From an optimization exercise on the open Yosys and OpenROAD flow, aimed at small area and a short achievable clock period; shortcuts taken in it are not production practice. Function was checked by simulation only, so behaviour that the tests miss may differ from the original. No activity file was given, so power comes from the tool's default toggle rates.

old:
// inst_mem_loader
module inst_mem_loader #(
    parameter int unsigned   IW    = 9,
    parameter int unsigned   AW    = 8,
    parameter int unsigned   DEPTH = 2**AW,
    parameter logic [IW-1:0] NOP   = '0
) (
    input  logic          CLK,
    input  logic          Reset,
    input  logic          load_start,
    input  logic          prog_valid,
    input  logic [IW-1:0] prog_data,
    input  logic          prog_last,
    output logic          prog_ready,
    output logic          load_done,
    output logic [AW:0]   loaded_count,
    input  logic          fetch_en,
    input  logic [AW-1:0] Address,
    output logic [IW-1:0] Instruction,
    output logic          inst_valid,
    output logic          addr_fault
);
    logic [AW-1:0] wp;
    logic          ph;
    logic          we;
    logic          in_range;
    logic          fetch_ok;
    logic [IW-1:0] rq;
    logic [15:0]   wr, wc, rhi, rlo;
    assign we       = prog_ready & prog_valid & ~load_start;
    assign in_range = {1'b0, Address} < loaded_count;
    assign fetch_ok = fetch_en & load_done;
    inst_mem_array #(
        .IW    (IW),
        .AW    (AW),
        .DEPTH (DEPTH)
    ) u_array (
        .clk   (CLK),
        .wr    (wr),
        .wc    (wc),
        .wd    (prog_data ^ {IW{ph}}),
        .rhi   (rhi),
        .rlo   (rlo),
        .rq    (rq)
    );
    for (genvar k = 0; k < 16; k++) begin : g_dec
        assign wr[k]  = we && wp[7:4] == 4'(k);
        assign wc[k]  = wp[3:0] == 4'(k);
        assign rhi[k] = Address[7:4] == 4'(k);
        assign rlo[k] = Address[3:0] == 4'(k);
    end
    always_ff @(posedge CLK or posedge Reset) begin
        if (Reset)
            ph <= 1'b0;
        else
            ph <= ~ph;
    end
    always_ff @(posedge CLK) begin
        if (load_start)
            wp <= '0;
        else if (we)
            wp <= wp + 1'b1;
    end
    always_ff @(posedge CLK or posedge Reset) begin
        if (Reset) begin
            prog_ready   <= 1'b0;
            load_done    <= 1'b0;
            loaded_count <= '0;
        end else if (load_start) begin
            prog_ready   <= 1'b1;
            load_done    <= 1'b0;
            loaded_count <= '0;
        end else if (we && (prog_last || wp == AW'(DEPTH-1))) begin
            prog_ready   <= 1'b0;
            load_done    <= 1'b1;
            loaded_count <= {1'b0, wp} + 1'b1;
        end
    end
  ...
Size in the first run: roughly 8,400 cells after synthesis, ~2,300 flip-flops, roughly 45 I/O pins.
export LEC_CHECK = 0
export CAP_MARGIN = 20
export CORE_MARGIN = 2
export CORE_UTILIZATION = 60
export SETUP_SLACK_MARGIN = 2.4
export SLEW_MARGIN = 20
export SYNTH_HIERARCHICAL = 1
export SYNTH_MINIMUM_KEEP_SIZE = 0
export TNS_END_PERCENT = 5
create_clock -name core_clock -period 5.0 [get_ports {CLK}]
run.sh (not shown) runs the stock make flow with config.mk's settings and CLKGATE_MAP_FILE= SYNTH_SCRIPT=/design/flow/synth_recipe.tcl, a recipe that flattens the netlist after the stock synthesis.
The inputs of new differ from those of old as listed below.
- CTS_CLUSTER_DIAMETER now 60, previously not set
- CTS_BUF_LIST now sky130_fd_sc_hd__clkbuf_16, previously not set
- CTS_CLUSTER_SIZE now 24, previously not set
Notes after the runs:
new | stages: all done | timing, DRC, antenna: all pass
The more densely filled core belongs to old, not new.
Total length of routed wires, old and new: larger value in old
Relative to old, the global-route usage of new is lower by 0.54 points.
Compared new vs old, and worst-case headroom to the max-slew limit is up in new.
old and new ended up with roughly the same clock skew.
From old to new the numbers moved as follows: final period demand of the worst path went down 0.032 ns, total power shows a reduction of about 12%, quantity of gates resized following cts picked up an extra 95.

Another version of the RTL of inst_mem_loader (not shown whole).
Size in the first run: ~8300 cells after synthesis, roughly 45 I/O pins, ~83000 um2 of cells after synthesis.
// inst_mem_loader
module inst_mem_loader #(
    parameter int unsigned   IW    = 9,
    parameter int unsigned   AW    = 8,
    parameter int unsigned   DEPTH = 2**AW,
    parameter logic [IW-1:0] NOP   = '0
) (
    input  logic          CLK,
    input  logic          Reset,
    input  logic          load_start,
    input  logic          prog_valid,
    input  logic [IW-1:0] prog_data,
    input  logic          prog_last,
    output logic          prog_ready,
    output logic          load_done,
    output logic [AW:0]   loaded_count,
    input  logic          fetch_en,
    input  logic [AW-1:0] Address,
    output logic [IW-1:0] Instruction,
    output logic          inst_valid,
    output logic          addr_fault
);
    logic [AW-1:0] wp;
    logic          ph;
    logic          we;
    logic          in_range;
    logic          fetch_ok;
    logic [IW-1:0] rq;
    logic [15:0]   wr, wc, rhi;
    logic [63:0]   rlo_n;
    logic [IW-1:0] wd;
    assign we       = prog_ready & prog_valid & ~load_start;
    assign in_range = {1'b0, Address} < loaded_count;
    assign fetch_ok = fetch_en & load_done;
    inst_mem_array #(
        .IW    (IW),
        .AW    (AW),
        .DEPTH (DEPTH)
    ) u_array (
        .clk   (CLK),
        .wr    (wr),
        .wc    (wc),
        .wd    (wd),
        .rhi_n (~rhi),
        .rlo_n (rlo_n),
        .rq    (rq)
    );
    assign wd = prog_data ^ {IW{ph}};
    for (genvar k = 0; k < 16; k++) begin : g_dec
        assign wr[k]  = we && wp[7:4] == 4'(k);
        assign wc[k]  = wp[3:0] == 4'(k);
        assign rhi[k] = Address[7:4] == 4'(k);
    end
    for (genvar c = 0; c < 4; c++) begin : g_rlo
        inst_mem_dec4 u_dec (.a (Address[3:0]), .y_n (rlo_n[c*16 +: 16]));
    end
    always_ff @(posedge CLK or posedge Reset) begin
        if (Reset)
            ph <= 1'b0;
        else
            ph <= ~ph;
    end
    always_ff @(posedge CLK) begin
        if (load_start)
            wp <= '0;
        else if (we)
            wp <= wp + 1'b1;
    end
    always_ff @(posedge CLK or posedge Reset) begin
        if (Reset) begin
            prog_ready   <= 1'b0;
  ...
clock: 5.0 ns
lec_check: 0
cap_margin: 20
core_margin: 2
core_utilization: 60
cts_buf_list: sky130_fd_sc_hd__clkbuf_16
cts_cluster_diameter: 60
cts_cluster_size: 24
setup_slack_margin: 2.5
slew_margin: 20
synth_hierarchical: 1
synth_minimum_keep_size: 0
tns_end_percent: 100
The starting point went through all stages and came out clean.
Rerun with:
Settings changed: SETUP_SLACK_MARGIN 2.5 to 2.7.
=> Setup slack improved by 0.016 ns; utilization came out higher by 4.7 points; via count is higher by about 4%; final area climbs by 6.9%; flip-flop and latch count stays the same; routed wire length climbs by about 5.5%; power rises by about 1%; fmax is higher by about 0.56%; first-iteration DRC count goes up by about 15%.
Rerun with:
Settings changed: SETUP_SLACK_MARGIN 2.7 to 2.4.
Wire length fell by 7.2%.
Clock-buffer cell count does not change.
Critical path depth rose by 4.
Sequential share of layout area goes up by 4.1 points.
Final area falls by 8.0%.
Power drops by 1.4%.
Utilization goes down by 5.8 points.
Die area stays the same.
Global-route usage shrinks by 1.6 points.
Worst setup slack is better by 0.013 ns.

inst_mem_loader, a different RTL version from the one above (not shown whole).
Size: about 8200 cells after synthesis, roughly 2300 flip-flops, about 45 I/O pins, ~0.082 sq mm of cells after synthesis.
export LEC_CHECK = 0
export CAP_MARGIN = 20
export CORE_MARGIN = 2
export CORE_UTILIZATION = 60
export CTS_BUF_LIST = sky130_fd_sc_hd__clkbuf_16
export CTS_CLUSTER_DIAMETER = 60
export CTS_CLUSTER_SIZE = 24
export SETUP_SLACK_MARGIN = 2.2
export SLEW_MARGIN = 20
export SYNTH_HIERARCHICAL = 1
export SYNTH_MINIMUM_KEEP_SIZE = 0
export TNS_END_PERCENT = 100
create_clock -name core_clock -period 5.0 [get_ports {CLK}]
Then changed:
Settings changed: SETUP_SLACK_MARGIN 2.2 to 2.4.
Global-route usage rises by 1.1 points.
Clock power hardly moves.
Wire length went up by a few percent.
Final cell count rises slightly.
Sequential share of layout area falls by 1.2 points.
Design area climbs by a few percent.
Power goes up slightly.
Core utilization rises by 1.6 points.
Register-to-register slack gains 0.17 ns.
Worst hold slack hardly moves.
Critical path depth came out higher by 2.

==> afterwards: timing with drivers on the ports <==
The flow's constraints put no driver on any port. The routed layouts listed below were extracted and timed again, unchanged, in two steps.
Step 1 sets driving cells, clkbuf_16 on the clock port and buf_2 on the other inputs (assumed; they add their load-dependent delay and slew).
Step 2, shift: input delay + t, output delay - t, t = (earliest + latest rising clock arrival at the registers) / 2. This alone moves slack from input paths to output paths.
a / b / c = ideal ports / drivers / drivers and shift; a / b = the first two.
run | t (ns) | setup WS [ns] | hold slack, ns
old | 0.927 | 1.681 / 1.733 / 0.806 | 0.442 / 0.442 / 0.442
new | 0.861 | 1.713 / 1.750 / 0.889 | 0.445 / 0.445 / 0.445
the first run of note 2 | 0.885 | 2.127 / 1.953 / 1.068 | 0.445 / 0.445 / 0.445
the second run of note 2 | 0.901 | 2.143 / 1.880 / 0.979 | 0.434 / 0.372 / 0.445
the third run of note 2 | 0.887 | 2.156 / 1.915 / 1.027 | 0.444 / 0.444 / 0.444
the first run of note 3 | 0.884 | 2.062 / 2.100 / 1.216 | 0.445 / 0.445 / 0.445
the second run of note 3 | 0.885 | 2.197 / 2.129 / 1.344 | 0.446 / 0.446 / 0.446
After both steps setup and hold are still met in every run listed. For the second run of note 2, which loses most, drivers alone change the setup slack by -0.263 ns; drivers and shift together by -1.164 ns.
